From an optimization exercise on the open Yosys and OpenROAD flow, aimed at small area; shortcuts taken in it are not production practice.
RTL that was checked went through simulation tests only; none was proved equivalent to the original.
No functional check of the RTL was part of run 7.
Power and IR drop assume default switching activity.

[design/flow/config.mk]
export PLATFORM = sky130hd
export DESIGN_NAME = button_press_classifier_queue_unit
export DESIGN_NICKNAME = button_press_classifier_queue_unit
export VERILOG_FILES = /design/flow/design.v
export SDC_FILE = /design/flow/constraint.sdc
export NUM_CORES = 4
export LEC_CHECK = 0
export CAP_MARGIN = 0
export CORE_MARGIN = 2
export CORE_UTILIZATION = 40
export SLEW_MARGIN = 0
[design/flow/flow/cts_args.txt]
-buf_list sky130_fd_sc_hd__clkbuf_4 -sink_clustering_size 10 -sink_clustering_max_diameter 35
[design/flow/flow/abc_c2.script]
&get -n
&st
&dch
&nf -a -R 1000
&st
&dch
&nf -a -R 1000
&st
&dch
&nf -a -R 1000
&put
[design/flow/flow/abc_d1.script]
&get -n
&st
&dch -f
&nf -a -R 1000
&st
&dch -f
&nf -a -R 1000
&put
[design/flow/flow/abc_d2.script]
&get -n
&st
&dc2
&nf -a -R 1000
&st
&dch
&nf -a -R 1000
&put
[design/flow/flow/abc_c5.script]
&get -n
&st
&syn2
&dch
&nf -a -R 1000
&st
&syn2
&dch
&nf -a -R 1000
&put
[design/flow/flow/abc_c8.script]
&get -n
&st
&dch
&nf -a -p -R 1000
&st
&dch
&nf -a -p -R 1000
&put
[design/flow/flow/run.sh]
#!/bin/bash
# Layout flow: the standard ORFS flow with these changes.
#  1. Synthesis is the standard flow's own script, except that Yosys's abc step maps the
#     design with each of the area-oriented flow/abc_*.script files and keeps
#     the smallest result (flow/multi_abc.tcl). Registers are mapped before
#     abc, so they come out the same as in the standard synthesis.
#  2. Ports are buffered with buf_1 instead of the default buffer cell.
#  3. Clock tree synthesis runs without dummy loads, with the buffer and
#     clustering options in flow/cts_args.txt.
# Each ORFS step writes its own log under orfs/logs; make's output goes to
# make.log and the DEF export's to write_def.log.
set -euo pipefail
W=$PWD

# Synthesis script: synth_recipe.tcl with ORFS's synth.tcl swapped for a copy
# whose abc call is replaced by my_multi_abc.
sed "s#source \$::env(SCRIPTS_DIR)/synth.tcl#source $W/my_synth.tcl#" synth_recipe.tcl > my_synth_recipe.tcl
grep -q "my_synth.tcl" my_synth_recipe.tcl
awk -v m="$W/flow/multi_abc.tcl" '
  /^  log_cmd abc \{\*\}\$abc_args$/ { print "  my_multi_abc $abc_args $lib_args"; n++; next }
  { print }
  /^source \$::env\(SCRIPTS_DIR\)\/synth_preamble.tcl/ { print "source " m }
  END { if (n != 1) exit 1 }' "$FLOW_HOME/scripts/synth.tcl" > my_synth.tcl
grep -q "multi_abc.tcl" my_synth.tcl
export FLOW_ABC_SCRIPTS="$(ls $W/flow/abc_*.script | tr '\n' ' ')"

# The standard flow's make command line (from standard.sh), with our synthesis script.
ARGS=$(sed -n 's/^make \(.*\) "\${@:-finish}"$/\1/p' standard.sh)
[ -n "$ARGS" ]
ARGS=$(echo "$ARGS" | sed "s#SYNTH_SCRIPT=[^ ]*#SYNTH_SCRIPT=$W/my_synth_recipe.tcl#")
CTS="-sink_clustering_enable -repair_clock_nets -dont_use_dummy_load"
CTS="$CTS $(cat flow/cts_args.txt)"

eval make $ARGS \
  "BUFFER_PORTS_ARGS='-buffer_cell sky130_fd_sc_hd__buf_1'" \
  "CTS_ARGS='$CTS'" \
  finish > make.log 2>&1

# Final DEF, as standard.sh writes it.
R=$(echo "$ARGS" | sed -n 's#.*WORK_HOME=\([^ ]*\).*#\1#p')/results/sky130hd/button_press_classifier_queue_unit/base
: # left out here: write the final layout as DEF
[design/flow/flow/abc_d6.script]
&get -n
&st
&dch
&nf -a -R 1000 -E 50
&st
&dch
&nf -a -R 1000 -E 50
&put
[design/flow/constraint.sdc]
create_clock -name core_clock -period 12.0 [get_ports {clock}]
set_input_delay 2.4000 -clock core_clock [delete_from_list [all_inputs] [get_ports {clock}]]
set_output_delay 2.4000 -clock core_clock [all_outputs]
set_load 0.01 [all_outputs]
[design/flow/standard.sh]
#!/bin/bash
# synth_recipe.tcl (not shown) runs the flow's synth.tcl, then flattens the netlist and writes it again
# the make line also repeats each setting of config.mk as NAME=value (left out here)
make -C /OpenROAD-flow-scripts/flow DESIGN_CONFIG=/design/flow/config.mk WORK_HOME=/design/flow/orfs CLKGATE_MAP_FILE= SYNTH_SCRIPT=/design/flow/synth_recipe.tcl "${@:-finish}"
[design/flow/flow/abc_b8.script]
&get -n
&st
&dch
&nf -a -R 1000
&st
&dch
&nf -a -R 1000
&put
[design/flow/flow/abc_d7.script]
strash
ifraig
dch
map -a
strash
dch
map -a
[design/flow/design.v]
`timescale 1ns / 1ps
package bpcq_pkg;
   localparam logic [15:0] SHORT_TICKS_RST   = 16'd5;
   localparam logic [15:0] LONG_TICKS_RST    = 16'd100;
   localparam logic [15:0] BEEP_TICKS_RST    = 16'd10;
   localparam logic [15:0] GATHER_WINDOW_RST = 16'd100;
endpackage
`timescale 1ns / 1ps
module bpcq_scan (
   input  logic        clock,
   input  logic        reset,
   input  logic        scan_en,
   input  logic [7:0]  lvl,
   input  logic [31:0] now,
   input  logic [15:0] short_ticks,
   input  logic [15:0] long_ticks,
   input  logic [15:0] beep_ticks,
   input  logic [15:0] window,
   input  logic        full,
   output logic        push,
   output logic [8:0]  push_entry,
   output logic        beep_start,
   output logic        beep_stop,
   output logic        fire
);
   logic [7:0]  pmask;
   logic        plong;
   logic [31:0] last;
   logic [7:0] ge_s, ge_l, rose;
   for (genvar i = 0; i < 8; i++) begin : g_lane
      bpcq_lane u_lane (
         .clock       (clock),
         .reset       (reset),
         .scan_en     (scan_en),
         .lvl         (lvl[i]),
         .short_ticks (short_ticks),
         .long_ticks  (long_ticks),
         .ge_s        (ge_s[i]),
         .ge_l        (ge_l[i]),
         .rose        (rose[i])
      );
   end
   logic [7:0] mask, lng;
   assign mask = lvl & (ge_s | ge_l);
   assign lng  = lvl & ge_l;
   logic [15:0] beep_n, dec_n;
   logic [16:0] bc;
   logic        beep_le1;
   assign bc[0] = 1'b1;
   for (genvar k = 0; k < 16; k++) begin : g_beep
      assign dec_n[k] = beep_n[k] ^ bc[k];
      assign bc[k+1]  = bc[k] & beep_n[k];
   end
   assign beep_le1   = (beep_n[15:1] == 15'h7FFF);
   assign beep_stop  = beep_le1 && !beep_n[0];
   assign beep_start = beep_le1 && (rose != 8'd0);
   always_ff @(posedge clock) begin
      if (reset) begin
         beep_n <= 16'hFFFF;
      end else if (scan_en) begin
         if (beep_start)   beep_n <= ~beep_ticks;
         else if (!bc[16]) beep_n <= dec_n;
      end
   end
   logic [7:0]  mm;
   logic        lm, any_mask;
   logic [16:0] qc, wc;
   logic [15:0] quiet, eq_hi;
   logic        z0, z1, hi_nz;
   assign any_mask = (mask != 8'd0);
   assign mm       = pmask | mask;
   assign lm       = plong | (lng != 8'd0);
   assign qc[0]    = 1'b1;
   assign wc[0]    = 1'b1;
   for (genvar k = 0; k < 16; k++) begin : g_quiet
      assign quiet[k] = now[k] ^ ~last[k] ^ qc[k];
      assign qc[k+1]  = (now[k] & ~last[k]) | (now[k] & qc[k]) | (~last[k] & qc[k]);
      assign wc[k+1]  = (quiet[k] & ~window[k]) | (quiet[k] & wc[k]) | (~window[k] & wc[k]);
   end
   assign eq_hi = ~(now[31:16] ^ last[31:16]);
   assign z0    = (eq_hi == 16'hFFFF);
   assign z1    = !eq_hi[0] &&
                  ((eq_hi[15:1] ^ (now[30:16] | ~last[30:16])) == 15'd0);
   assign hi_nz = qc[16] ? !z0 : !z1;
   assign fire  = (mm != 8'd0) &&
                  (any_mask ? (window == 16'd0) : (hi_nz || wc[16]));
   assign push       = scan_en && fire && !full;
   assign push_entry = {mm, lm};
   always_ff @(posedge clock) begin
      if (reset) begin
         pmask <= 8'd0;
         plong <= 1'b0;
      end else if (scan_en) begin
         pmask <= fire ? 8'd0 : mm;
         plong <= !fire && lm;
      end
   end
   always_ff @(posedge clock) begin
      if (scan_en && any_mask) begin
         last <= now;
      end
   end
endmodule
module bpcq_lane (
   input  logic        clock,
   input  logic        reset,
   input  logic        scan_en,
   input  logic        lvl,
   input  logic [15:0] short_ticks,
   input  logic [15:0] long_ticks,
   output logic        ge_s,
   output logic        ge_l,
   output logic        rose
);
   logic [15:0] hold, sum;
   logic [16:0] t, cs, cl;
   logic        clr;
   assign t[0] = scan_en && !lvl;
   for (genvar k = 0; k < 16; k++) begin : g_inc
      assign sum[k] = hold[k] ^ t[k];
      assign t[k+1] = hold[k] & t[k];
   end
   assign cs[0] = 1'b1;
   assign cl[0] = 1'b1;
   for (genvar k = 0; k < 16; k++) begin : g_cmp
      assign cs[k+1] = (hold[k] & ~short_ticks[k]) | (hold[k] & cs[k]) | (~short_ticks[k] & cs[k]);
      assign cl[k+1] = (hold[k] & ~long_ticks[k]) | (hold[k] & cl[k]) | (~long_ticks[k] & cl[k]);
   end
   assign ge_s = cs[16];
   assign ge_l = cl[16];
   assign rose = !lvl && !t[16] && (sum == short_ticks);
   assign clr = reset || (scan_en && lvl);
   always_ff @(posedge clock) begin
      hold <= clr ? 16'd0 : (sum | {16{t[16]}});
   end
endmodule
`timescale 1ns / 1ps
module bpcq_queue (
   input  logic       clock,
   input  logic       reset,
   input  logic       push,
   input  logic [8:0] push_entry,
   input  logic       pop,
   input  logic       rd_en,
   output logic       empty,
   output logic       full,
   output logic [8:0] rd_entry
);
   logic [8:0] slot [0:14];
   logic [3:0] count;
   assign empty = (count == 4'd0);
   assign full  = (count == 4'd15);
   always_ff @(posedge clock) begin
      if (reset) begin
         count <= 4'd0;
      end else if (push) begin
         count <= count + 4'd1;
      end else if (pop && !empty) begin
         count <= count - 4'd1;
      end
   end
   always_ff @(posedge clock) begin
      if (push) begin
         slot[0] <= push_entry;
         for (int k = 1; k < 15; k++) begin
            slot[k] <= slot[k-1];
         end
      end
   end
   logic [14:0] sel;
   logic [3:0]  lo, hi;
   always_comb begin
      for (int k = 0; k < 4; k++) begin
         lo[k] = rd_en && (count[1:0] == 2'(k));
         hi[k] = (count[3:2] == 2'(k));
      end
      for (int k = 0; k < 15; k++) sel[k] = lo[k%4] & hi[k/4];
      rd_entry = 9'd0;
      for (int k = 0; k < 15; k++) rd_entry = rd_entry | ({9{sel[k]}} & slot[k]);
   end
endmodule
`timescale 1ns / 1ps
module button_press_classifier_queue_unit (
   input  logic        clock,
   input  logic        reset,
   input  logic        req_valid,
   output logic        req_stall,
   input  logic [40:0] req_payload_bits,
   output logic        rsp_valid,
   input  logic        rsp_stall,
   output logic [13:0] rsp_payload_bits,
   input  logic        csr_valid,
   output logic        csr_ready,
   input  logic [1:0]  csr_index,
   input  logic [15:0] csr_wdata
);
   logic        rsp_valid_ff;
   logic        req_fire, scan_en, pop_en;
   logic [15:0] short_ticks, long_ticks, beep_ticks, window;
   logic [15:0] short_n, long_n, beep_n;
   assign short_ticks = ~short_n;
   assign long_ticks  = ~long_n;
   assign beep_ticks  = ~beep_n;
   logic        push, fire, beep_start, beep_stop, empty, full;
   logic [8:0]  push_entry, rd_entry;
   logic [3:0]  flags_ff;
   logic        pop_valid_ff;
   assign req_stall = rsp_valid_ff && rsp_stall;
   assign req_fire  = req_valid && !req_stall;
   assign scan_en   = req_fire && !req_payload_bits[40];
   assign pop_en    = req_fire && req_payload_bits[40];
   assign csr_ready = 1'b1;
   always_ff @(posedge clock) begin
      if (reset) begin
         short_n     <= ~bpcq_pkg::SHORT_TICKS_RST;
         long_n      <= ~bpcq_pkg::LONG_TICKS_RST;
         beep_n      <= ~bpcq_pkg::BEEP_TICKS_RST;
         window      <= bpcq_pkg::GATHER_WINDOW_RST;
      end else if (csr_valid) begin
         case (csr_index)
            2'd0: short_n     <= ~csr_wdata;
            2'd1: long_n      <= ~csr_wdata;
            2'd2: beep_n      <= ~csr_wdata;
            default: window   <= csr_wdata;
         endcase
      end
   end
   bpcq_scan u_scan (
      .clock       (clock),
      .reset       (reset),
      .scan_en     (scan_en),
      .lvl         (req_payload_bits[39:32]),
      .now         (req_payload_bits[31:0]),
      .short_ticks (short_ticks),
      .long_ticks  (long_ticks),
      .beep_ticks  (beep_ticks),
      .window      (window),
      .full        (full),
      .push        (push),
      .push_entry  (push_entry),
      .beep_start  (beep_start),
      .beep_stop   (beep_stop),
      .fire        (fire)
   );
   bpcq_queue u_queue (
      .clock      (clock),
      .reset      (reset),
      .push       (push),
      .push_entry (push_entry),
      .pop        (pop_en),
      .rd_en      (pop_valid_ff),
      .empty      (empty),
      .full       (full),
      .rd_entry   (rd_entry)
   );
   always_ff @(posedge clock) begin
      rsp_valid_ff <= !reset && (req_valid || req_stall);
   end
   always_ff @(posedge clock) begin
      if (req_fire) begin
         flags_ff     <= scan_en ? {beep_start, beep_stop, fire && !full, fire && full} : 4'd0;
         pop_valid_ff <= pop_en && !empty;
      end
   end
   assign rsp_valid        = rsp_valid_ff;
   assign rsp_payload_bits = {flags_ff, pop_valid_ff, rd_entry};
endmodule
[design/flow/flow/multi_abc.tcl]
# Technology mapping with several ABC scripts: each script in
# FLOW_ABC_SCRIPTS maps the same design, and the smallest result (by the
# liberty cell area that stat reports) is kept. Registers are mapped before
# this step, so every try has the same registers.
proc my_multi_abc { abc_args lib_args } {
  design -save my_pre_abc
  set best_area ""
  set best_script ""
  foreach s $::env(FLOW_ABC_SCRIPTS) {
    design -load my_pre_abc
    abc {*}[lreplace $abc_args 1 1 $s]
    tee -q -o $::env(OBJECTS_DIR)/abc_try_area.txt stat {*}$lib_args
    set f [open $::env(OBJECTS_DIR)/abc_try_area.txt r]
    set txt [read $f]
    close $f
    if { ![regexp {Chip area for [^:]*:\s*([0-9.]+)} $txt -> area] } {
      error "no area for abc script $s"
    }
    puts "my_multi_abc: $s area $area"
    if { $best_area eq "" || $area < $best_area } {
      set best_area $area
      set best_script $s
      design -save my_best_abc
    }
  }
  puts "my_multi_abc: kept $best_script area $best_area"
  design -load my_best_abc
}
==> results.py, run 1 <==
metrics = {
    "cells_and_area": {
        "final_nets": 2236,
        "drive_gt1_frac": 0.07003,
        "syn2layout_area_growth_pct": 10.59,
        "n_fill_cell": 4667,
        "final_common_cell": "dfxtp_1",
        "final_cell_mix": "220 x dfxtp_1, 172 x edfxtp_1, 168 x ha_1",
        "seq_area_sq_um": 9612,
        "utilization": 0.4447,
        "multiInputGateArea_sq_um": 9776,
    },
    "place": {
        "dpl.hpwl_um": 37900,
        "port_buffers": 79,
        "place_ws_ns": 0.1521,
        "place_congestion": 0.8546,
    },
    "global_route": {
        "grt_pass1_wl_um": 90690,
        "use_met1": 0.2974,
        "track_usage": 0.2311,
        "grt_max_degree": 136,
        "grt_pass1_vias": 16428,
        "grt_antenna_before_repair": 4,
        "grt_busiest_layer": "met2",
        "grt-ovfl-total": 0,
        "met2_usage": 0.3654,
        "gr-usage-met3": 0.04485,
    },
    "timing": {
        "layout_setup_ws_ns": 1.086,
        "whs_ns": 0.4071,
        "max_freq_mhz": 91.62,
        "setup-violations-final": 0,
        "clock_skew_ns": 0.1250,
        "slew_headroom": 0.1647,
        "finalCriticalPeriod_ns": 10.91,
        "tightestPinTransition_ns": 1.253,
        "period_share": 0.9095,
        "rsz0062_at_grt": "no",
        "drv_slew": 0,
        "timing.setup.tns_ns": 0,
        "hold_viol_final": 0,
    },
    "floorplanning": {
        "die_area_sq_um": 50690,
        "rows": 81,
        "core-area_sq_um": 48650,
        "initial_utilization": 0.4021,
        "io_pins": 81,
        "die_h_um": 225.1,
        "die_w_um": 225.1,
    },
    "run_status": {
        "outcome": "complete, no violations",
    },
    "clock_network": {
        "postCtsSetupBuffers": 0,
        "clkTransAtPathRegs_ns": 0.09,
        "cts_root_buf": "clkbuf_4",
        "clock_sinks": 394,
        "htreeDepth": 3,
        "cts_tree": "yes",
        "cts_buffers": 86,
        "cts_resized": 0,
        "insertion_delay_ns": 0.85,
        "clk_path_buf_depth": 3,
        "ctsHoldBuffers": 0,
    },
    "critical_path": {
        "crit_arrival_ns": 11.63,
        "path_buf_inv": 3,
        "start_kind": "input pin",
        "end_kind": "flop",
        "critical-path-max-stage-delay_ns": 0.43,
        "worstPathRequired_ns": 12.72,
        "crit_path_top_delay_cell": "fa_1",
        "crit_type": "in -> reg",
        "crit_path_max_fanout": 10,
        "cpMostUsedCell": "fa_1",
        "cp_top_family": "adder cells",
    },
    "synth": {
        "synth_warnings": 5,
        "synth.cell_area_sq_um": 19560,
        "syn-num-nets": 2034,
        "synth_cell_types": 50,
        "synth_cells": 1785,
        "async_flop_share": 0,
        "synth-main-ff-cell": "dfxtp_1",
        "syn_area_per_cell_sq_um": 10.96,
        "ys_seq_elements": 394,
        "synth_seq_area_share": 0.4913,
        "synth-edff-count": 172,
    },
    "drt": {
        "drc": 0,
        "routed_wl_um": 58660,
        "drtAntennaViolNets": 0,
        "via_count": 16502,
        "via_per_inst": 6.323,
        "drtIter0Drc": 1624,
        "dr.pass1.iters": 5,
        "wl_per_cell_um": 22.48,
    },
    "power_and_ir_drop": {
        "p_leak_nw": 7.991,
        "clkPwrFrac": 0.321,
        "ir_drop_uv": 70.02,
        "switchingPower_w": 0.0006762,
        "power_density_nw_per_um2": 116.2,
        "switching_share": 0.2691,
        "seq_power_share": 0.577,
        "p_int_w": 0.001836,
        "p_comb_frac": 0.103,
        "power_w": 0.002513,
    },
    "hold_path": {
        "min_path_type": "reg -> reg",
    },
    "flow_run": {
        "maxCapViolCount": 0,
    },
}
## cell type report
class	count	share of cell area
antenna	3	0.0003470
clock buffer	86	0.02985
inverter	58	0.01030
multi-input combinational	1331	0.4519
sequential	394	0.4443
tap	622	0.03598
timing repair buffer	116	0.02730
## metrics by stage
| stage | area, sq um | cells |
|---|---|---|
| detailed placement | 20980 | 2521 |
| floorplan | 19590 | 1785 |
| global placement | 20980 | 2521 |
| finish | 21630 | 2610 |
| global route | 21630 | 2608 |
| CTS | 21620 | 2607 |
## power groups by stage
stage	Combinational (W)	Clock [W]	Sequential, W
finish	0.000258	0.000806	0.00145
floorplan	0.000144	0	0.00148
global placement	0.000250	0	0.00148
detailed placement	0.000257	0	0.00148
global route	0.000287	0.000885	0.00145
CTS	0.000258	0.000837	0.00145
## flip-flops by register name (all words and copies together) (netlist names)
signal                     cells
beep_n                        16
flags_ff                       4
long_n                        16
pop_valid_ff                   1
rsp_valid_ff                   1
short_n                       16
u_queue.count                  4
u_queue.slot                 135
u_scan.beep_n                 16
u_scan.g_lane.u_lane.hold    128
u_scan.last                   32
u_scan.plong                   1
u_scan.pmask                   8
window                        16
## layer usage
metal	share of wire	vias up
li1	-	7687
met1	0.42	7962
met2	0.45	687
met3	0.076	162
met4	0.045	4
met5	0.00043	-
## cell usage after synthesis (5+ instances only)
| cell | count | share of area |
|---|---|---|
| nor2b_1 | 18 | 0.0058 |
| clkinv_1 | 58 | 0.011 |
| nor3_1 | 22 | 0.0056 |
| fa_1 | 16 | 0.016 |
| nand2_1 | 61 | 0.012 |
| nor2_1 | 104 | 0.020 |
| and3_1 | 8 | 0.0026 |
| xnor2_1 | 11 | 0.0049 |
| nand3_1 | 18 | 0.0046 |
| a22o_1 | 11 | 0.0049 |
| a2111oi_0 | 5 | 0.0022 |
| dfxtp_1 | 222 | 0.23 |
| xor2_1 | 27 | 0.012 |
| a221oi_1 | 67 | 0.030 |
| nand4_1 | 16 | 0.0051 |
| nor4_1 | 27 | 0.0086 |
| o21a_1 | 121 | 0.046 |
| mux2i_1 | 16 | 0.0082 |
| o221ai_1 | 38 | 0.017 |
| a211oi_1 | 12 | 0.0046 |
| a21oi_1 | 158 | 0.040 |
| a222oi_1 | 22 | 0.011 |
| ha_1 | 169 | 0.11 |
| o2111ai_1 | 16 | 0.0072 |
| o21ai_0 | 114 | 0.029 |
| edfxtp_1 | 172 | 0.26 |
| o22ai_1 | 121 | 0.039 |
| a21boi_0 | 8 | 0.0031 |
| a22oi_1 | 93 | 0.036 |
## worst reg2reg max path, delay by kind of cell, from the launching register on
| family | cells | cell delay [ns] |
|---|---|---|
| fa+ha+maj | 17 | 6.67 |
| compound gates | 8 | 1.20 |
| simple gates | 7 | 1.11 |
| flops | 1 | 0.38 |
| buf+inv | 1 | 0.08 |
## logic make-up after synthesis
| family | share of synthesized area |
|---|---|
| multiplexers | 0.008188 |
| other | 0.0001917 |
| XOR/XNOR | 0.01702 |
| AO/OA/AOI/OAI | 0.2755 |
| buffers and inverters | 0.01190 |
| flip-flops | 0.4913 |
| AND/OR/NAND/NOR | 0.07145 |
| adder cells (fa/ha/maj) | 0.1245 |
## final timing paths
path / startpoint / to / slack [ns] / depth (start not counted)
max: req_payload_bits[0] / u_queue.count[3] / 1.09 / 35
min: u_queue.slot[8][8] / u_queue.slot[9][8] / 0.41 / 0
max reg2reg: u_scan.last[0] / u_queue.count[3] / 2.50 / 33
min reg2reg: u_queue.slot[8][8] / u_queue.slot[9][8] / 0.41 / 0
==> run 2, diff against run 1 <==
==> design/flow/flow/cts_args.txt (replaced) <==
-buf_list sky130_fd_sc_hd__clkbuf_4 -sink_clustering_size 10 -sink_clustering_max_diameter 50
--- a/design/flow/config.mk
+++ b/design/flow/config.mk
@@ -7,5 +7,6 @@
 export LEC_CHECK = 0
 export CAP_MARGIN = 0
 export CORE_MARGIN = 2
-export CORE_UTILIZATION = 40
+export CORE_UTILIZATION = 60
+export PLACE_DENSITY = 0.75
 export SLEW_MARGIN = 0
==> results.py, run 2 <==
metrics = {
    "run_status": {
        "outcome": "complete, no violations",
    },
    "floorplanning": {
        "rows": 66,
        "core-area_sq_um": 32290,
        "initial_utilization": 0.6058,
        "die_area_sq_um": 34060,
        "io_pins": 81,
        "die_w_um": 184.6,
        "die_h_um": 184.6,
    },
    "critical_path": {
        "crit_type": "in -> reg",
        "crit_arrival_ns": 11.59,
        "worstPathRequired_ns": 12.68,
        "cpMostUsedCell": "fa_1",
        "crit_path_top_delay_cell": "fa_1",
        "r2r-start": "u_scan.last[0]",
        "end_kind": "flop",
        "r2r_setup_slack_ns": 2.51,
        "start_kind": "input pin",
        "regToRegEndpoint": "u_queue.count[3]",
        "crit_path_max_fanout": 10,
        "critical-path-max-stage-delay_ns": 0.44,
        "startpoint": "req_payload_bits[0]",
        "path_buf_inv": 3,
        "worstRegToRegCells": 33,
        "cp_top_family": "adder cells",
    },
    "hold_path": {
        "hold_path_depth": 0,
        "min_path_type": "reg -> reg",
        "hold_path_startpoint": "u_queue.slot[6][2]",
        "whs_endpoint": "u_queue.slot[7][2]",
    },
    "power_and_ir_drop": {
        "ir_drop_uv": 88.50,
        "p_leak_nw": 7.787,
        "power_density_nw_per_um2": 110.4,
    },
    "synth": {
        "syn-num-nets": 2034,
        "async_flop_share": 0,
        "synth.area.top_cells": "edfxtp_1 26%, dfxtp_1 23%, ha_1 11%",
        "synth-edff-count": 172,
        "synth.largest_area_cell": "edfxtp_1",
        "ys_top_cells_by_count": "222 x dfxtp_1, 172 x edfxtp_1, 169 x ha_1, 158 x a21oi_1",
        "synth_most_common_cell": "dfxtp_1",
        "synth_seq_area_share": 0.4913,
        "synth_warnings": 5,
        "synth_cells": 1785,
        "synth_top_area_frac": 0.2641,
        "ys_seq_elements": 394,
        "synth_cell_types": 50,
        "synth-main-ff-cell": "dfxtp_1",
        "synth.cell_area_sq_um": 19560,
        "syn_area_per_cell_sq_um": 10.96,
    },
    "place": {
        "dpl.hpwl_um": 35100,
        "place_ws_ns": 0.2402,
        "port_buffers": 79,
        "place_congestion": 0.8996,
        "dp_cells": 2334,
    },
    "cells_and_area": {
        "finalNonFillerCells": 2386,
        "final_common_cell": "dfxtp_1",
        "final_nets": 2193,
        "regMostFlops": "u_queue.slot",
        "syn2layout_area_growth_pct": 7.740,
        "top_regs": "u_queue.slot (135), u_scan.g_lane.u_lane.hold (128), u_scan.last (32)",
        "final_cell_mix": "222 x dfxtp_1, 172 x edfxtp_1, 168 x ha_1",
        "largest_reg_flops": 135,
        "drive_gt1_frac": 0.04789,
        "utilization": 0.6527,
    },
    "timing": {
        "clock_skew_ns": 0.06760,
        "period_share": 0.9088,
        "hold_viol_final": 0,
        "timing.setup.tns_ns": 0,
        "rsz0062_at_grt": "no",
        "slew_headroom": 0.1312,
        "whs_ns": 0.4339,
        "layout_setup_ws_ns": 1.094,
        "tightestPinTransition_ns": 1.303,
        "finalCriticalPeriod_ns": 10.91,
        "drv_slew": 0,
        "max_freq_mhz": 91.69,
        "setup-violations-final": 0,
    },
    "flow_run": {
        "maxCapViolCount": 0,
    },
    "drt": {
        "drtAntennaViolNets": 0,
        "drtIter0Drc": 1950,
        "via_per_inst": 6.904,
        "routed_wl_um": 54010,
        "drc": 0,
        "wl_per_cell_um": 22.63,
        "dr.pass1.iters": 8,
        "via_count": 16473,
    },
    "clock_network": {
        "insertion_delay_ns": 0.80,
        "clkTransAtPathRegs_ns": 0.10,
        "ctsHoldBuffers": 0,
        "htreeDepth": 2,
        "clock_sinks": 394,
        "postCtsSetupBuffers": 0,
        "clk_path_buf_depth": 3,
        "cts_tree": "yes",
        "cts_resized": 0,
        "cts_buffers": 50,
        "cts_root_buf": "clkbuf_4",
    },
    "global_route": {
        "use_met1": 0.4428,
        "track_usage": 0.3160,
        "grt_pass1_wl_um": 83280,
        "met2_usage": 0.4823,
        "grt_antenna_before_repair": 2,
        "grt_pass1_vias": 15609,
        "grt_busiest_layer": "met2",
        "grt_max_degree": 136,
        "gr-usage-met3": 0.06441,
        "grt-ovfl-total": 0,
    },
}
[run 2: cell count changes in the layout (fill, tap and decap cells not counted), moves of 2 or more]
cell / delta
dfxtp_2: -2
buf_4: -7
dfxtp_1: +2
clkbuf_4: -36
[run 2: layer usage]
| layer | vias up | part of all wire |
|---|---|---|
| li1 | 7593 | - |
| met1 | 7851 | 0.41 |
| met2 | 878 | 0.45 |
| met3 | 151 | 0.11 |
| met4 | 0 | 0.033 |
| met5 | - | 0 |
[run 2: layout make-up]
cell class                 instances  area (sq um)
fill                            2613         11210
timing repair buffer             109         538.0
inverter                          58         222.7
tap                              442         553.0
clock buffer                      50         375.4
antenna                            2         5.005
sequential                       394          9609
multi-input combinational       1331          9771
[run 2: worst max path at each step]
stage                             to  slack (ns)  cells after the start
floorplan           u_queue.count[3]        0.02                     34
global placement    u_queue.count[3]        0.38                     35
detailed placement  u_queue.count[3]        0.24                     35
CTS                 u_queue.count[3]        1.12                     35
global route        u_queue.count[3]        0.64                     35
finish              u_queue.count[3]        1.09                     35
[run 2: cells by family after synthesis]
| logic type | count (synthesis) | share of synthesized area |
|---|---|---|
| buffers and inverters | 60 | 0.01190 |
| DFF | 394 | 0.4913 |
| xor gates and xnor gates | 38 | 0.01702 |
| AOI/OAI and AO/OA | 797 | 0.2755 |
| muxes | 16 | 0.008188 |
| other | 1 | 0.0001917 |
| and+or+nand+nor | 294 | 0.07145 |
| adders and majority gates | 185 | 0.1245 |
[run 2: power breakdown]
part	switching [W]	internal, W	leakage, nW	total, W
logic	0.000153	0.0000951	4.20	0.000248
registers	0.0000386	0.00141	3.36	0.00145
clock network	0.000435	0.000191	0.230	0.000626
[run 2: worst reg2reg max path: cells and delay by family (launching register included)]
kind            cells  cell delay [ns]
compound gates      8             1.06
simple gates        7             1.21
fa+ha+maj          17             6.67
flops               1             0.38
buf+inv             1             0.07
[run 2: per-stage QoR]
stage / total power, W / instance area [sq um]
2_1_floorplan: 0.001624 / 19590
4_1_cts: 0.002335 / 21070
3_5_place_dp: 0.001725 / 20690
3_3_place_gp: 0.001715 / 20690
5_1_grt: 0.002416 / 21070
6_report: 0.002326 / 21070
==> run 3, diff against run 2 <==
--- a/design/flow/config.mk
+++ b/design/flow/config.mk
@@ -7,6 +7,6 @@
 export LEC_CHECK = 0
 export CAP_MARGIN = 0
 export CORE_MARGIN = 2
-export CORE_UTILIZATION = 60
-export PLACE_DENSITY = 0.75
+export CORE_UTILIZATION = 40
+export GPL_TIMING_DRIVEN = 0
 export SLEW_MARGIN = 0
==> results.py, run 3 <==
metrics = {
    "run_status": {
        "outcome": "failed layout checks",
        "failed_checks": "capacitance limit, slew limit",
    },
    "timing": {
        "hold_viol_final": 0,
        "drv_slew": 25,
        "max_freq_mhz": 87.52,
        "finalCriticalPeriod_ns": 11.43,
        "period_share": 0.9522,
        "rsz0062_at_grt": "no",
        "clock_skew_ns": 0.1296,
        "tightestPinTransition_ns": 1.513,
        "slew_headroom": -0.009758,
        "setup-violations-final": 0,
    },
    "floorplanning": {
        "rows": 81,
        "die_w_um": 225.1,
        "die_area_sq_um": 50690,
        "io_pins": 81,
        "die_h_um": 225.1,
        "core-area_sq_um": 48650,
        "initial_utilization": 0.4021,
    },
    "critical_path": {
        "r2r_setup_slack_ns": 2.05,
        "critical-path-max-stage-delay_ns": 0.44,
        "end_kind": "flop",
        "cpMostUsedCell": "fa_1",
        "worstPathRequired_ns": 12.64,
        "regToRegEndpoint": "u_queue.count[3]",
        "start_kind": "input pin",
        "crit_arrival_ns": 12.06,
        "crit_path_max_fanout": 11,
        "worstRegToRegCells": 33,
        "crit_path_top_delay_cell": "fa_1",
        "r2r-start": "u_scan.last[0]",
        "crit_type": "in -> reg",
    },
    "hold_path": {
        "whs_endpoint": "u_queue.slot[2][4]",
        "min_path_type": "reg -> reg",
        "hold_path_startpoint": "u_queue.slot[1][4]",
        "hold_path_depth": 0,
    },
    "power_and_ir_drop": {
        "ir_drop_uv": 67.60,
        "p_leak_nw": 7.724,
        "power_density_nw_per_um2": 109.5,
        "power_w": 0.002326,
    },
    "place": {
        "port_buffers": 79,
        "dpl.hpwl_um": 36270,
        "place_congestion": 0.8396,
    },
    "global_route": {
        "grt_pass1_vias": 15637,
        "grt_pass1_wl_um": 88040,
        "grt_max_degree": 62,
        "grt_antenna_before_repair": 4,
        "grt-ovfl-total": 0,
        "track_usage": 0.2242,
    },
    "synth": {
        "ys_seq_elements": 394,
        "synth_top_area_frac": 0.2641,
        "synth_cells": 1785,
        "syn-num-nets": 2034,
        "synth_most_common_cell": "dfxtp_1",
        "synth_cell_types": 50,
        "async_flop_share": 0,
        "synth.cell_area_sq_um": 19560,
        "syn_area_per_cell_sq_um": 10.96,
        "synth.largest_area_cell": "edfxtp_1",
        "synth-edff-count": 172,
        "synth.area.top_cells": "edfxtp_1 26%, dfxtp_1 23%, ha_1 11%",
        "synth-main-ff-cell": "dfxtp_1",
        "synth_seq_area_share": 0.4913,
        "synth_warnings": 5,
        "ys_top_cells_by_count": "222 x dfxtp_1, 172 x edfxtp_1, 169 x ha_1, 158 x a21oi_1",
    },
    "cells_and_area": {
        "final_common_cell": "dfxtp_1",
        "top_regs": "u_queue.slot (135), u_scan.g_lane.u_lane.hold (128), u_scan.last (32)",
        "final_nets": 2172,
        "syn2layout_area_growth_pct": 8.629,
        "largest_reg_flops": 135,
        "final_cell_mix": "207 x dfxtp_1, 172 x edfxtp_1, 168 x ha_1",
        "drive_gt1_frac": 0.04633,
        "utilization": 0.4368,
        "regMostFlops": "u_queue.slot",
    },
    "drt": {
        "routed_wl_um": 57760,
        "dr.pass1.iters": 7,
        "via_per_inst": 6.390,
        "wl_per_cell_um": 22.69,
        "via_count": 16262,
        "drc": 0,
        "drtIter0Drc": 1704,
        "drtAntennaViolNets": 0,
    },
    "clock_network": {
        "cts_buffers": 48,
        "clk_path_buf_depth": 3,
        "ctsHoldBuffers": 0,
        "htreeDepth": 2,
        "clock_sinks": 394,
        "cts_resized": 0,
        "postCtsSetupBuffers": 0,
        "insertion_delay_ns": 0.84,
        "clkTransAtPathRegs_ns": 0.11,
        "cts_root_buf": "clkbuf_4",
        "cts_tree": "yes",
    },
    "flow_run": {
        "maxCapViolCount": 1,
    },
}
run 3: changes by cell type in the layout (fill, tap and decap cells not counted), sizes merged:
cell / delta
and2: +1
buf: -19
clkbuf: -3
run 3: worst max path at each step:
stage / startpoint / end / slack [ns] / cells past startpoint
2_1_floorplan: req_payload_bits[0] / u_queue.count[3] / 0.02 / 34
3_3_place_gp: req_payload_bits[0] / u_queue.count[3] / -1.54 / 35
3_5_place_dp: req_payload_bits[0] / u_queue.count[3] / -0.42 / 35
4_1_cts: req_payload_bits[0] / u_queue.count[3] / 0.39 / 35
5_1_grt: req_payload_bits[0] / u_queue.count[3] / 0.1 / 35
6_report: req_payload_bits[0] / u_queue.count[3] / 0.57 / 35
run 3: layout make-up:
class	count	area (sq um)
diodes	2	5.005
plain buffers	2	15.01
clock buffers	48	360.3
fillers	4662	27400
inverters	58	222.7
multi-input cells	1332	9788
flip-flops and latches	394	9628
well taps	622	778.2
repair buffers	87	450.4
run 3: worst max-delay path, delay by kind of cell:
| family | cells | cell delay (ns) |
|---|---|---|
| AO/OA/AOI/OAI | 8 | 1.21 |
| adder cells (fa/ha/maj) | 17 | 6.71 |
| buffers and inverters | 3 | 0.25 |
| AND/OR/NAND/NOR | 7 | 1.50 |
run 3: stage by stage:
step	hold WS (ns)	setup slack [ns]	std cells	instance area, sq um	TNS (ns)
floorplan	0.4252	0.02174	1785	19590	0
global placement	0.4273	-1.542	2486	20660	-69.32
detailed placement	0.4324	-0.4178	2493	20860	-0.8299
CTS	0.3988	0.3918	2541	21220	0
global route	0.3934	0.09740	2545	21250	0
finish	0.3835	0.5741	2545	21250	0
run 3: logic make-up (layout without fill, tap and decap cells):
group           Yosys count  after routing  share of synthesized area
other cells               1              3                  0.0001917
compound gates          797            797                     0.2755
fa+ha+maj               185            185                     0.1245
mux                      16             16                   0.008188
xor+xnor                 38             38                    0.01702
buf+inv                  60            195                    0.01190
flops                   394            394                     0.4913
simple gates            294            295                    0.07145
run 3: where the power goes:
part	internal (W)	leakage (nW)	switching (W)
registers	0.00141	3.35	0.0000765
logic	0.0000923	4.15	0.000118
clock network	0.000183	0.221	0.000442
total	0.00169	7.72	0.000637
run 3: per-layer routing:
metal / vias up / part of all wire / track usage
met5: - / 0.00043 / 0
met4: 4 / 0.039 / 0.09442
met3: 141 / 0.088 / 0.04668
met2: 764 / 0.45 / 0.3526
met1: 7821 / 0.43 / 0.2997
li1: 7532 / - / -
==> run 4, diff against run 3 <==
--- a/design/flow/config.mk
+++ b/design/flow/config.mk
@@ -8,5 +8,4 @@
 export CAP_MARGIN = 0
 export CORE_MARGIN = 2
 export CORE_UTILIZATION = 40
-export GPL_TIMING_DRIVEN = 0
 export SLEW_MARGIN = 0
==> results.py, run 4 <==
metrics = {
    "run_status": {
        "outcome": "complete, no violations",
    },
    "timing": {
        "timing.setup.tns_ns": 0,
        "period_share": 0.9103,
        "finalCriticalPeriod_ns": 10.92,
        "drv_slew": 0,
        "rsz0062_at_grt": "no",
        "tightestPinTransition_ns": 1.255,
        "setup-violations-final": 0,
        "hold_viol_final": 0,
        "clock_skew_ns": 0.1620,
        "slew_headroom": 0.1636,
        "layout_setup_ws_ns": 1.077,
        "max_freq_mhz": 91.55,
    },
    "synth": {
        "synth-main-ff-cell": "dfxtp_1",
        "synthAdderAreaFrac": 0.1245,
        "synth_compound_area_frac": 0.2755,
        "syn_area_per_cell_sq_um": 10.96,
        "async_flop_share": 0,
        "yosys.area_share.simple": 0.07145,
        "synth_warnings": 5,
        "synth.cell_area_sq_um": 19560,
        "ys_seq_elements": 394,
        "synth_xor_area_frac": 0.01702,
        "synth_most_common_cell": "dfxtp_1",
        "synth_cells": 1785,
        "synth_top_area_frac": 0.2641,
        "synth-edff-count": 172,
        "ys_top_cells_by_count": "222 x dfxtp_1, 172 x edfxtp_1, 169 x ha_1, 158 x a21oi_1",
        "synth_seq_area_share": 0.4913,
        "synth.largest_area_cell": "edfxtp_1",
        "synth.area.mux_share": 0.008188,
        "synth_cell_types": 50,
        "synth.area.top_cells": "edfxtp_1 26%, dfxtp_1 23%, ha_1 11%",
        "synth_top_family_by_area": "compound AO/OA/AOI/OAI gates",
        "syn-num-nets": 2034,
    },
    "clock_network": {
        "cts_root_buf": "clkbuf_4",
        "cts_tree": "yes",
        "clkTransAtPathRegs_ns": 0.11,
        "cts_buffers": 51,
        "clock_sinks": 394,
        "cts_resized": 0,
        "postCtsSetupBuffers": 0,
        "insertion_delay_ns": 0.86,
        "clk_path_buf_depth": 3,
        "htreeDepth": 2,
        "ctsHoldBuffers": 0,
    },
    "critical_path": {
        "worstRegToRegCells": 33,
        "crit_type": "in -> reg",
        "end_kind": "flop",
        "cpMostUsedCell": "fa_1",
        "worstPathRequired_ns": 12.73,
        "start_kind": "input pin",
        "crit_arrival_ns": 11.65,
        "critical-path-max-stage-delay_ns": 0.43,
        "crit_path_top_delay_cell": "fa_1",
        "crit_path_max_fanout": 10,
    },
    "drt": {
        "dr.pass1.iters": 7,
        "drtAntennaViolNets": 0,
        "wl_per_cell_um": 22.61,
        "drtIter0Drc": 1596,
        "via_count": 16334,
        "drc": 0,
        "via_per_inst": 6.348,
        "routed_wl_um": 58160,
    },
    "place": {
        "place_ws_ns": 0.1521,
        "dp_cells": 2521,
        "port_buffers": 79,
        "dpl.hpwl_um": 37900,
        "place_congestion": 0.8546,
    },
    "cells_and_area": {
        "final_cell_mix": "220 x dfxtp_1, 172 x edfxtp_1, 168 x ha_1",
        "regMostFlops": "u_queue.slot",
        "final_common_cell": "dfxtp_1",
        "n_fill_cell": 4687,
        "drive_gt1_frac": 0.05333,
        "largest_reg_flops": 135,
        "final_nets": 2201,
        "finalNonFillerCells": 2573,
        "top_regs": "u_queue.slot (135), u_scan.g_lane.u_lane.hold (128), u_scan.last (32)",
        "syn2layout_area_growth_pct": 9.224,
        "utilization": 0.4392,
    },
    "floorplanning": {
        "rows": 81,
        "io_pins": 81,
        "die_area_sq_um": 50690,
        "die_h_um": 225.1,
        "die_w_um": 225.1,
        "initial_utilization": 0.4021,
        "core-area_sq_um": 48650,
    },
    "global_route": {
        "grt_max_degree": 136,
        "grt_pass1_vias": 16162,
        "track_usage": 0.2283,
        "grt_antenna_before_repair": 4,
        "grt-ovfl-total": 0,
        "grt_pass1_wl_um": 89910,
    },
    "power_and_ir_drop": {
        "p_leak_nw": 7.830,
        "power_density_nw_per_um2": 110.0,
        "ir_drop_uv": 78.43,
    },
    "hold_path": {
        "min_path_type": "reg -> reg",
        "hold_path_depth": 0,
    },
    "flow_run": {
        "maxCapViolCount": 0,
    },
}
-- run 4: cell counts after synthesis --
Identical to the previous run, type by type.
-- run 4: power breakdown --
group | leakage, nW | internal, W | switching (W)
Sequential | 3.36 | 0.00141 | 0.0000343
Clock | 0.235 | 0.000194 | 0.000451
Combinational | 4.24 | 0.0000970 | 0.000161
-- run 4: worst max-delay path, delay by kind of cell --
| family | cells | cell delay, ns |
|---|---|---|
| buf+inv | 3 | 0.25 |
| fa+ha+maj | 17 | 6.67 |
| simple gates | 7 | 1.12 |
| compound gates | 8 | 1.22 |
-- run 4: cell families (layout without fill, tap and decap cells) --
kind of cell / Yosys count / count (layout)
AOI/OAI and AO/OA: 797 / 797
other: 1 / 2
xor gates and xnor gates: 38 / 38
buffers and inverters: 60 / 225
and+or+nand+nor: 294 / 294
DFF: 394 / 394
muxes: 16 / 16
adders and majority gates: 185 / 185
-- run 4: layout make-up --
class,count,area [sq um],share of cell area
diodes,1,2.502,0.0001171
clock buffers,51,382.9,0.01792
inverters,58,222.7,0.01042
multi-input cells,1331,9776,0.4576
flip-flops and latches,394,9612,0.4499
well taps,622,778.2,0.03643
repair buffers,116,590.6,0.02764
-- run 4: metal layers --
metal / GRT usage / part of all wire
met5: 0 / 0.00067
met4: 0.1070 / 0.043
met1: 0.2965 / 0.42
met3: 0.04550 / 0.077
met2: 0.3664 / 0.46
-- run 4: worst paths after layout --
check	to	slack [ns]	startpoint
max	u_queue.count[3]	1.08	req_payload_bits[0]
min	u_queue.slot[2][8]	0.43	u_queue.slot[1][8]
max reg2reg	u_queue.count[3]	2.44	u_scan.last[0]
min reg2reg	u_queue.slot[2][8]	0.43	u_queue.slot[1][8]
-- run 4: stage by stage --
stage               hold WS, ns  area, sq um  total power, W
floorplan                0.4252        19590        0.001624
global placement         0.4299        20980        0.001727
detailed placement       0.4334        20980        0.001734
CTS                      0.4358        21360        0.002369
global route             0.4440        21360        0.002443
finish                   0.4259        21360        0.002350
==> run 5, diff against run 4 <==
--- a/design/flow/flow/run.sh
+++ b/design/flow/flow/run.sh
@@ -4,6 +4,8 @@
 #     design with each of the area-oriented flow/abc_*.script files and keeps
 #     the smallest result (flow/multi_abc.tcl). Registers are mapped before
 #     abc, so they come out the same as in the standard synthesis.
+#     Yosys's full-adder extraction is skipped (ADDER_MAP_FILE empty), so
+#     abc maps the adders and compares along with the rest of the logic.
 #  2. Ports are buffered with buf_1 instead of the default buffer cell.
 #  3. Clock tree synthesis runs without dummy loads, with the buffer and
 #     clustering options in flow/cts_args.txt.
@@ -32,6 +34,7 @@
 CTS="$CTS $(cat flow/cts_args.txt)"
 
 eval make $ARGS \
+  "ADDER_MAP_FILE=" \
   "BUFFER_PORTS_ARGS='-buffer_cell sky130_fd_sc_hd__buf_1'" \
   "CTS_ARGS='$CTS'" \
   finish > make.log 2>&1
--- a/design/flow/config.mk
+++ b/design/flow/config.mk
@@ -7,5 +7,6 @@
 export LEC_CHECK = 0
 export CAP_MARGIN = 0
 export CORE_MARGIN = 2
-export CORE_UTILIZATION = 40
+export CORE_UTILIZATION = 55
+export PLACE_DENSITY = 0.7
 export SLEW_MARGIN = 0
==> results.py, run 5 <==
metrics = {
    "run_status": {
        "outcome": "complete, no violations",
    },
    "clock_network": {
        "clkTransAtPathRegs_ns": 0.10,
        "htreeDepth": 2,
        "ctsHoldBuffers": 0,
        "clock_sinks": 394,
        "cts_buffers": 49,
        "cts_tree": "yes",
        "cts_root_buf": "clkbuf_4",
        "cts_resized": 0,
        "clk_path_buf_depth": 3,
        "postCtsSetupBuffers": 0,
        "insertion_delay_ns": 0.75,
    },
    "power_and_ir_drop": {
        "ir_drop_uv": 97.70,
        "p_leak_nw": 6.570,
        "power_density_nw_per_um2": 110.2,
        "power_w": 0.002309,
    },
    "cells_and_area": {
        "drive_gt1_frac": 0.04271,
        "top_regs": "u_queue.slot (135), u_scan.g_lane.u_lane.hold (128), u_scan.last (32)",
        "utilization": 0.6037,
        "n_fill_cell": 3024,
        "largest_reg_flops": 135,
        "multiInputGateArea_sq_um": 9701,
        "syn2layout_area_growth_pct": 7.787,
        "seq_area_sq_um": 9609,
        "final_cell_mix": "243 x a21oi_1, 222 x dfxtp_1, 172 x edfxtp_1",
        "final_nets": 2150,
        "final_common_cell": "a21oi_1",
        "regMostFlops": "u_queue.slot",
    },
    "critical_path": {
        "path_buf_inv": 4,
        "critical-path-max-stage-delay_ns": 0.55,
        "worstPathRequired_ns": 12.40,
        "cp_top_family": "adder cells",
        "crit_arrival_ns": 10.24,
        "crit_path_max_fanout": 93,
        "worstRegToRegCells": 23,
        "end_kind": "flop",
        "crit_path_top_delay_cell": "and2_4",
        "cpMostUsedCell": "maj3_1",
        "crit_type": "in -> reg",
        "start_kind": "input pin",
        "worstSetupPathDepth": 25,
    },
    "synth": {
        "synth_top_area_frac": 0.2657,
        "synth_seq_area_share": 0.4942,
        "synth_cells": 1925,
        "syn_area_per_cell_sq_um": 10.10,
        "synth-main-ff-cell": "dfxtp_1",
        "ys_seq_elements": 394,
        "synth_warnings": 5,
        "synth-edff-count": 172,
        "ys_top_cells_by_count": "243 x a21oi_1, 222 x dfxtp_1, 172 x edfxtp_1, 142 x xnor2_1, 123 x o21ai_0",
        "synth.largest_area_cell": "edfxtp_1",
        "synth.cell_area_sq_um": 19440,
        "async_flop_share": 0,
        "synth_most_common_cell": "a21oi_1",
        "synth_cell_types": 54,
        "syn-num-nets": 1989,
        "synth.area.top_cells": "edfxtp_1 27%, dfxtp_1 23%, xnor2_1 6.4%",
    },
    "place": {
        "dpl.hpwl_um": 35400,
        "place_congestion": 0.9023,
        "port_buffers": 79,
    },
    "global_route": {
        "grt-ovfl-total": 0,
        "grt_max_degree": 94,
        "grt_pass1_vias": 15629,
        "grt_pass1_wl_um": 83070,
        "track_usage": 0.2858,
        "grt_antenna_before_repair": 4,
    },
    "floorplanning": {
        "die_h_um": 192.0,
        "initial_utilization": 0.5601,
        "io_pins": 81,
        "core-area_sq_um": 34710,
        "die_w_um": 192.0,
        "rows": 68,
        "die_area_sq_um": 36870,
    },
    "drt": {
        "via_per_inst": 6.581,
        "drc": 0,
        "via_count": 16735,
        "met1_length_um": 23130,
        "route.met2.wl_um": 23410,
        "dr.pass1.iters": 8,
        "drtAntennaViolNets": 0,
        "wl_per_cell_um": 20.92,
        "routed_wl_um": 53190,
        "highest_layer": "met4",
        "drtIter0Drc": 2080,
        "wl_met3_um": 5217,
    },
    "timing": {
        "drv_slew": 0,
        "slew_headroom": 0.1623,
        "rsz0062_at_grt": "no",
        "whs_ns": 0.4532,
        "tightestPinTransition_ns": 1.256,
        "timing.setup.tns_ns": 0,
        "setup-violations-final": 0,
        "finalCriticalPeriod_ns": 9.836,
        "period_share": 0.8197,
        "max_freq_mhz": 101.7,
        "clock_skew_ns": 0.08604,
        "hold_viol_final": 0,
    },
    "hold_path": {
        "min_path_type": "reg -> reg",
        "hold_path_depth": 0,
    },
    "flow_run": {
        "maxCapViolCount": 0,
    },
}
run 5: changes by cell type after synthesis, moves of 29 or more:
cell,previous run,this run
ha_1,169,0
xnor2_1,11,142
o21a_1,121,1
a21oi_1,158,243
xor2_1,27,106
nor2b_1,18,61
nand2_1,61,95
a21o_1,1,30
run 5: worst paths after layout:
path	endpoint	start	slack [ns]
setup / recovery	u_queue.slot[13][5]	req_payload_bits[0]	2.16
hold / removal	u_queue.slot[14][0]	u_queue.slot[13][0]	0.45
setup reg to reg	u_queue.slot[13][5]	u_scan.last[1]	3.56
hold reg to reg	u_queue.slot[14][0]	u_queue.slot[13][0]	0.45
run 5: per-layer routing:
metal,global-route usage,vias to the layer above
met2,0.4329,704
met3,0.06614,105
met4,0.09689,0
li1,-,7864
met1,0.4034,8062
met5,0,-
run 5: cell families after synthesis:
kind of cell | after synthesis | synth area share
multiplexers | 18 | 0.009331
buffers and inverters | 39 | 0.007915
other | 1 | 0.0001929
flip-flops | 394 | 0.4942
adder cells (fa/ha/maj) | 24 | 0.01236
AO/OA/AOI/OAI | 751 | 0.2474
XOR/XNOR | 248 | 0.1117
AND/OR/NAND/NOR | 450 | 0.1168
run 5: power by group:
group          total (W)  switching [W]  internal (W)
clock network   0.000614       0.000427      0.000187
registers        0.00145      0.0000343       0.00141
logic           0.000248       0.000154     0.0000945
total            0.00231       0.000614       0.00169
run 5: stage by stage:
stage | cells | setup slack (ns) | area [sq um]
floorplan | 1925 | 0.2868 | 19440
global placement | 2490 | 1.554 | 20580
detailed placement | 2490 | 1.359 | 20580
CTS | 2539 | 2.197 | 20950
global route | 2542 | 1.823 | 20950
finish | 2543 | 2.164 | 20960
run 5: worst reg2reg max path: cells and delay by family (launching register included):
family          cells  cell delay (ns)
compound gates      3             0.39
fa+ha+maj          14             5.65
buf+inv             3             0.76
flops               1             0.41
simple gates        3             0.82
run 5: cell type report:
class | count | area share
multi-input cells | 1492 | 0.4629
repair buffers | 112 | 0.02675
inverters | 37 | 0.006627
diodes | 4 | 0.0004776
flip-flops and latches | 394 | 0.4585
clock buffers | 49 | 0.01755
well taps | 455 | 0.02717
==> run 6, diff against run 5 <==
--- a/design/flow/config.mk
+++ b/design/flow/config.mk
@@ -7,6 +7,5 @@
 export LEC_CHECK = 0
 export CAP_MARGIN = 0
 export CORE_MARGIN = 2
-export CORE_UTILIZATION = 55
-export PLACE_DENSITY = 0.7
+export CORE_UTILIZATION = 40
 export SLEW_MARGIN = 0
==> results.py, run 6 <==
metrics = {
    "clock_network": {
        "cts_root_buf": "clkbuf_4",
        "postCtsSetupBuffers": 0,
        "clkTransAtPathRegs_ns": 0.11,
        "clock_sinks": 394,
        "cts_tree": "yes",
        "insertion_delay_ns": 0.82,
        "cts_buffers": 51,
        "htreeDepth": 2,
        "cts_resized": 0,
        "clk_path_buf_depth": 3,
        "ctsHoldBuffers": 0,
    },
    "synth": {
        "ys_top_cells_by_count": "243 x a21oi_1, 222 x dfxtp_1, 172 x edfxtp_1, 142 x xnor2_1, 123 x o21ai_0",
        "synth-main-ff-cell": "dfxtp_1",
        "synth.area.mux_share": 0.009331,
        "syn-num-nets": 1989,
        "synth_most_common_cell": "a21oi_1",
        "synth-edff-count": 172,
        "synth_compound_area_frac": 0.2474,
        "yosys.area_share.simple": 0.1168,
        "synth_top_family_by_area": "compound AO/OA/AOI/OAI gates",
        "synth.area.top_cells": "edfxtp_1 27%, dfxtp_1 23%, xnor2_1 6.4%",
        "synth_cells": 1925,
        "synth.cell_area_sq_um": 19440,
        "ys_seq_elements": 394,
        "synth_xor_area_frac": 0.1117,
        "async_flop_share": 0,
        "synth_cell_types": 54,
        "synthAdderAreaFrac": 0.01236,
        "synth_seq_area_share": 0.4942,
        "synth_warnings": 5,
        "synth_top_area_frac": 0.2657,
        "synth.largest_area_cell": "edfxtp_1",
        "syn_area_per_cell_sq_um": 10.10,
    },
    "floorplanning": {
        "initial_utilization": 0.4064,
        "core-area_sq_um": 47850,
        "die_h_um": 224.5,
        "die_area_sq_um": 50380,
        "die_w_um": 224.5,
        "rows": 80,
        "io_pins": 81,
    },
    "flow_run": {
        "maxCapViolCount": 0,
    },
    "cells_and_area": {
        "top_regs": "u_queue.slot (135), u_scan.g_lane.u_lane.hold (128), u_scan.last (32)",
        "largest_reg_flops": 135,
        "regMostFlops": "u_queue.slot",
        "final_cell_mix": "243 x a21oi_1, 222 x dfxtp_1, 172 x edfxtp_1",
        "drive_gt1_frac": 0.04458,
        "n_fill_cell": 4715,
        "final_common_cell": "a21oi_1",
        "syn2layout_area_growth_pct": 8.855,
        "finalNonFillerCells": 2703,
        "final_nets": 2152,
    },
    "power_and_ir_drop": {
        "seq_power_share": 0.620,
        "p_comb_frac": 0.106,
        "power_density_nw_per_um2": 110.3,
        "p_int_w": 0.001701,
        "switchingPower_w": 0.0006338,
        "power_w": 0.002335,
        "switching_share": 0.2715,
        "clkPwrFrac": 0.274,
        "ir_drop_uv": 76.84,
        "p_leak_nw": 6.584,
    },
    "drt": {
        "via_count": 16524,
        "drtAntennaViolNets": 0,
        "drtIter0Drc": 1591,
        "dr.pass1.iters": 6,
        "routed_wl_um": 55260,
        "wl_per_cell_um": 20.45,
        "drc": 0,
        "via_per_inst": 6.113,
    },
    "critical_path": {
        "crit_path_max_fanout": 80,
        "end_kind": "flop",
        "worstPathRequired_ns": 12.42,
        "crit_type": "in -> reg",
        "crit_arrival_ns": 10.55,
        "start_kind": "input pin",
    },
    "timing": {
        "drv_slew": 0,
        "setup-violations-final": 0,
        "clock_skew_ns": 0.1129,
        "hold_viol_final": 0,
        "max_freq_mhz": 98.70,
        "tightestPinTransition_ns": 1.147,
        "whs_ns": 0.4245,
        "timing.setup.tns_ns": 0,
        "finalCriticalPeriod_ns": 10.13,
        "period_share": 0.8443,
        "rsz0062_at_grt": "no",
        "slew_headroom": 0.2158,
    },
    "place": {
        "dpl.hpwl_um": 36870,
        "port_buffers": 79,
        "place_congestion": 0.8298,
        "dp_cells": 2650,
    },
    "run_status": {
        "outcome": "complete, no violations",
    },
    "global_route": {
        "grt_pass1_wl_um": 86020,
        "grt_max_degree": 91,
        "grt-ovfl-total": 0,
        "grt_antenna_before_repair": 2,
        "grt_pass1_vias": 15678,
        "track_usage": 0.2160,
    },
    "hold_path": {
        "min_path_type": "reg -> reg",
    },
}
-- run 6: cell count changes in the layout (fill, tap and decap cells not counted), sizes merged --
| cell | previous run | this run |
|---|---|---|
| diode | 4 | 2 |
| clkbuf | 50 | 52 |
-- run 6: cell type report --
cell class                 count  area, sq um  share of cell area
antenna                        2        5.005           0.0002365
sequential                   394         9609              0.4540
inverter                      37        138.9            0.006562
timing repair buffer         112        548.0             0.02589
multi-input combinational   1492         9711              0.4588
tap                          615        769.5             0.03636
clock buffer                  51        382.9             0.01809
-- run 6: critical path: stages --
cell	delay, ns
buf_1	0.08
clkinv_1	0.05
nand2_1	0.08
maj3_1	0.39
maj3_1	0.40
maj3_1	0.40
maj3_1	0.40
maj3_1	0.40
maj3_1	0.40
maj3_1	0.40
maj3_1	0.40
maj3_1	0.40
maj3_1	0.40
maj3_1	0.41
maj3_1	0.41
maj3_1	0.40
maj3_1	0.39
o21ai_0	0.23
nand2_1	0.08
o2111ai_1	0.08
a21oi_1	0.08
nor3_1	0.21
buf_4	0.23
and2_4	0.82
buf_4	0.52
-- run 6: kinds of logic after synthesis --
logic type      count (synthesis)
other cells                     1
compound gates                751
mux                            18
buf+inv                        39
fa+ha+maj                      24
simple gates                  450
flops                         394
xor+xnor                      248
-- run 6: worst paths after layout --
| check | startpoint | endpoint | slack (ns) | cells after the start |
|---|---|---|---|---|
| worst min-delay path | u_queue.slot[11][0] | u_queue.slot[12][0] | 0.42 | 0 |
| worst max register to register | u_scan.last[1] | u_queue.slot[6][5] | 3.23 | 23 |
| worst min register to register | u_queue.slot[11][0] | u_queue.slot[12][0] | 0.42 | 0 |
| worst max-delay path | req_payload_bits[0] | u_queue.slot[6][5] | 1.87 | 25 |
-- run 6: per-layer routing --
metal  wire length (um)  track usage  up-vias
li1                   -            -     7869
met1              24290       0.2870     7972
met2              25460       0.3545      558
met3               3640      0.03410      123
met4               1867      0.08289        2
met5                 13            0        -
-- run 6: power by group through the flow --
| stage | Sequential, W | Combinational [W] | Clock, W |
|---|---|---|---|
| final | 0.00145 | 0.000247 | 0.000640 |
| after global routing | 0.00145 | 0.000273 | 0.000714 |
| after CTS | 0.00145 | 0.000247 | 0.000665 |
| after detailed placement | 0.00148 | 0.000246 | 0 |
| after global placement | 0.00148 | 0.000240 | 0 |
| after floorplan | 0.00148 | 0.000146 | 0 |
-- run 6: through the flow --
| stage | area, sq um | worst slack [ns] | utilization |
|---|---|---|---|
| after floorplan | 19440 | 0.2868 | - |
| after global placement | 20780 | 1.214 | 0.4342 |
| after detailed placement | 20780 | 1.031 | 0.4342 |
| after CTS | 21160 | 1.891 | 0.4422 |
| after global routing | 21160 | 1.458 | 0.4423 |
| final | 21160 | 1.869 | 0.4423 |
==> run 7, diff against run 6 <==
--- a/design/flow/design.v
+++ b/design/flow/design.v
@@ -123,8 +123,8 @@
    assign cs[0] = 1'b1;
    assign cl[0] = 1'b1;
    for (genvar k = 0; k < 16; k++) begin : g_cmp
-      assign cs[k+1] = (hold[k] & ~short_ticks[k]) | (hold[k] & cs[k]) | (~short_ticks[k] & cs[k]);
-      assign cl[k+1] = (hold[k] & ~long_ticks[k]) | (hold[k] & cl[k]) | (~long_ticks[k] & cl[k]);
+      assign cs[k+1] = (sum[k] & ~short_ticks[k]) | (sum[k] & cs[k]) | (~short_ticks[k] & cs[k]);
+      assign cl[k+1] = (sum[k] & ~long_ticks[k]) | (sum[k] & cl[k]) | (~long_ticks[k] & cl[k]);
    end
    assign ge_s = cs[16];
    assign ge_l = cl[16];
==> results.py, run 7 <==
metrics = {
    "power_and_ir_drop": {
        "power_w": 0.002334,
        "p_leak_nw": 6.523,
        "ir_drop_uv": 69.90,
        "power_density_nw_per_um2": 113.1,
    },
    "floorplanning": {
        "die_w_um": 222.3,
        "io_pins": 81,
        "rows": 79,
        "die_h_um": 222.3,
        "core-area_sq_um": 46750,
        "die_area_sq_um": 49410,
        "initial_utilization": 0.4077,
    },
    "timing": {
        "finalCriticalPeriod_ns": 9.950,
        "tightestPinTransition_ns": 1.221,
        "drv_slew": 0,
        "timing.setup.tns_ns": 0,
        "hold_viol_final": 0,
        "max_freq_mhz": 100.5,
        "layout_setup_ws_ns": 2.050,
        "setup-violations-final": 0,
        "clock_skew_ns": 0.1288,
        "slew_headroom": 0.1859,
        "period_share": 0.8292,
        "whs_ns": 0.3399,
        "rsz0062_at_grt": "no",
    },
    "drt": {
        "drtAntennaViolNets": 0,
        "via_count": 16282,
        "drtIter0Drc": 1818,
        "drc": 0,
        "routed_wl_um": 52890,
        "wl_per_cell_um": 19.48,
        "dr.pass1.iters": 7,
        "via_per_inst": 5.997,
    },
    "synth": {
        "ys_top_cells_by_count": "244 x a21oi_1, 222 x dfxtp_1, 172 x edfxtp_1, 148 x nor2_1, 142 x clkinv_1",
        "synth_most_common_cell": "a21oi_1",
        "synth_warnings": 5,
        "syn_area_per_cell_sq_um": 9.700,
        "ys_seq_elements": 394,
        "synth_cells": 1965,
        "synth_seq_area_share": 0.5042,
        "synth_top_area_frac": 0.2710,
        "async_flop_share": 0,
        "synth.area.top_cells": "edfxtp_1 27%, dfxtp_1 23%, a21oi_1 6.4%",
        "synth-main-ff-cell": "dfxtp_1",
        "synth.largest_area_cell": "edfxtp_1",
        "syn-num-nets": 2029,
        "synth_cell_types": 60,
        "synth.cell_area_sq_um": 19060,
        "synth-edff-count": 172,
    },
    "cells_and_area": {
        "final_nets": 2172,
        "final_common_cell": "a21oi_1",
        "regMostFlops": "u_queue.slot",
        "drive_gt1_frac": 0.03419,
        "syn2layout_area_growth_pct": 8.245,
        "largest_reg_flops": 135,
        "final_cell_mix": "244 x a21oi_1, 222 x dfxtp_1, 172 x edfxtp_1",
        "top_regs": "u_queue.slot (135), u_scan.g_lane.u_lane.hold (128), u_scan.last (32)",
    },
    "clock_network": {
        "clkTransAtPathRegs_ns": 0.11,
        "clock_sinks": 394,
        "htreeDepth": 2,
        "insertion_delay_ns": 0.86,
        "cts_buffers": 49,
        "cts_root_buf": "clkbuf_4",
        "cts_resized": 0,
        "cts_tree": "yes",
        "clk_path_buf_depth": 3,
        "ctsHoldBuffers": 0,
        "postCtsSetupBuffers": 0,
    },
    "hold_path": {
        "hold_path_startpoint": "u_queue.slot[4][0]",
        "min_path_type": "reg -> reg",
    },
    "place": {
        "dpl.hpwl_um": 34590,
        "place_ws_ns": 1.238,
        "place_congestion": 0.8539,
        "port_buffers": 79,
    },
    "global_route": {
        "grt_pass1_wl_um": 82630,
        "grt-ovfl-total": 0,
        "grt_max_degree": 88,
        "grt_antenna_before_repair": 2,
        "track_usage": 0.2098,
        "grt_pass1_vias": 15015,
    },
    "critical_path": {
        "crit_path_max_fanout": 36,
        "regToRegEndpoint": "u_queue.slot[4][0]",
        "end_kind": "flop",
        "worstPathRequired_ns": 12.41,
        "r2r-start": "u_scan.last[1]",
        "cp-endpoint": "u_queue.slot[4][0]",
        "start_kind": "input pin",
        "startpoint": "req_payload_bits[0]",
        "worstRegToRegCells": 22,
        "crit_type": "in -> reg",
        "crit_arrival_ns": 10.36,
        "r2r_setup_slack_ns": 3.45,
    },
    "flow_run": {
        "maxCapViolCount": 0,
    },
    "run_status": {
        "outcome": "complete, no violations",
    },
}
-- run 7: cell count changes after synthesis, moves of 16 or more --
cell | before | now
clkinv_1 | 37 | 142
o21ai_0 | 123 | 94
a22o_1 | 5 | 21
a211oi_1 | 12 | 30
xnor2_1 | 142 | 90
nor2_1 | 107 | 148
a21o_1 | 30 | 14
nor2b_1 | 61 | 86
a221oi_1 | 45 | 27
xor2_1 | 106 | 48
-- run 7: critical path, stage by stage --
cell,delay (ns)
buf_1,0.08
clkinv_1,0.05
nand2_1,0.08
maj3_1,0.39
maj3_1,0.40
maj3_1,0.41
maj3_1,0.40
maj3_1,0.40
maj3_1,0.40
maj3_1,0.41
maj3_1,0.40
maj3_1,0.40
maj3_1,0.40
maj3_1,0.40
maj3_1,0.40
maj3_1,0.40
maj3_1,0.41
maj3_1,0.38
mux2i_1,0.18
o31ai_1,0.15
a221oi_2,0.30
buf_4,0.24
and2_4,0.48
buf_4,0.39
-- run 7: worst min path at each step --
stage / end / slack [ns] / cells past startpoint
3_3_place_gp: u_queue.slot[3][6] / 0.43 / 0
4_1_cts: u_queue.slot[8][0] / 0.35 / 0
5_1_grt: u_queue.slot[5][0] / 0.34 / 0
2_1_floorplan: beep_n[15] / 0.42 / 2
3_5_place_dp: u_queue.slot[8][7] / 0.43 / 0
6_report: u_queue.slot[5][0] / 0.34 / 0
-- run 7: cell families (layout without fill, tap and decap cells) --
logic type                 Yosys count  count (layout)  synth area share
xor gates and xnor gates           138             138           0.06341
AOI/OAI and AO/OA                  726             726            0.2460
muxes                                3               3          0.001576
and+or+nand+nor                    537             537            0.1444
other                                1               3         0.0001968
buffers and inverters              144             285           0.02875
DFF                                394             394            0.5042
adders and majority gates           22              22           0.01155
-- run 7: stage by stage --
stage / cells / utilization / area, sq um
floorplan: 1965 / - / 19060
global route: 2715 / 0.4413 / 20630
CTS: 2713 / 0.4412 / 20630
global placement: 2664 / 0.4333 / 20260
detailed placement: 2664 / 0.4333 / 20260
finish: 2715 / 0.4413 / 20630
-- run 7: final cells by class --
class | instances | area, sq um
Antenna cell | 2 | 5.005
Timing Repair Buffer | 94 | 425.4
Inverter | 142 | 533.0
Sequential cell | 394 | 9609
Clock buffer | 49 | 367.9
Tap cell | 607 | 759.5
Fill cell | 4570 | 26120
Multi-Input combinational cell | 1427 | 8931
-- run 7: power by group --
group | total (W) | leakage, nW | internal [W] | switching (W)
Clock | 0.000626 | 0.225 | 0.000187 | 0.000439
Sequential | 0.00148 | 3.32 | 0.00142 | 0.0000613
Combinational | 0.000232 | 2.98 | 0.0000918 | 0.000140
-- run 7: metal layers --
layer	GRT usage	vias up	routed length [um]
met1	0.2913	7745	23790
met2	0.3267	588	23340
met3	0.03187	143	3706
li1	-	7806	-
met4	0.08697	0	2047
met5	0	-	0

[static timing again, ports no longer ideal]
No port has a modelled driver above. Below, the same layouts with a new extraction and two added sets of constraints.
Step 1 (the two cells are an assumption about what drives the block):
set clk [get_ports {clock}]
set_driving_cell -lib_cell sky130_fd_sc_hd__clkbuf_16 $clk
set_driving_cell -lib_cell sky130_fd_sc_hd__buf_2 [delete_from_list [all_inputs] $clk]
Step 2 adds t to the input delays and takes it off the output delays; t is the mean of the earliest and latest rising clock arrival at the registers after step 1. Input paths then give back, and output paths get back, about the clock's delay inside the block.
Slacks: no drivers / after step 1 / after step 2; pairs: no drivers / after step 1.
| run | t (ns) | setup WS [ns] | hold slack, ns | worst data-port slew with drivers (ns) |
|---|---|---|---|---|
| run 1 | 0.847 | 1.086 / 1.118 / 0.271 | 0.407 / 0.407 / 0.407 | 0.09 |
| run 2 | 0.811 | 1.094 / 1.117 / 0.306 | 0.434 / 0.434 / 0.434 | 0.08 |
| run 3 | 0.830 | 0.574 / 0.601 / -0.229 | 0.383 / 0.383 / 0.383 | 0.09 |
| run 4 | 0.837 | 1.077 / 1.108 / 0.271 | 0.426 / 0.426 / 0.426 | 0.08 |
| run 5 | 0.762 | 2.164 / 2.194 / 1.432 | 0.453 / 0.453 / 0.453 | 0.10 |
| run 6 | 0.815 | 1.869 / 1.899 / 1.085 | 0.424 / 0.424 / 0.424 | 0.06 |
| run 7 | 0.848 | 2.050 / 2.084 / 1.236 | 0.340 / 0.340 / 0.340 | 0.08 |
For run 1, which loses most, drivers alone change the setup slack by +0.032 ns; drivers and shift together by -0.815 ns.
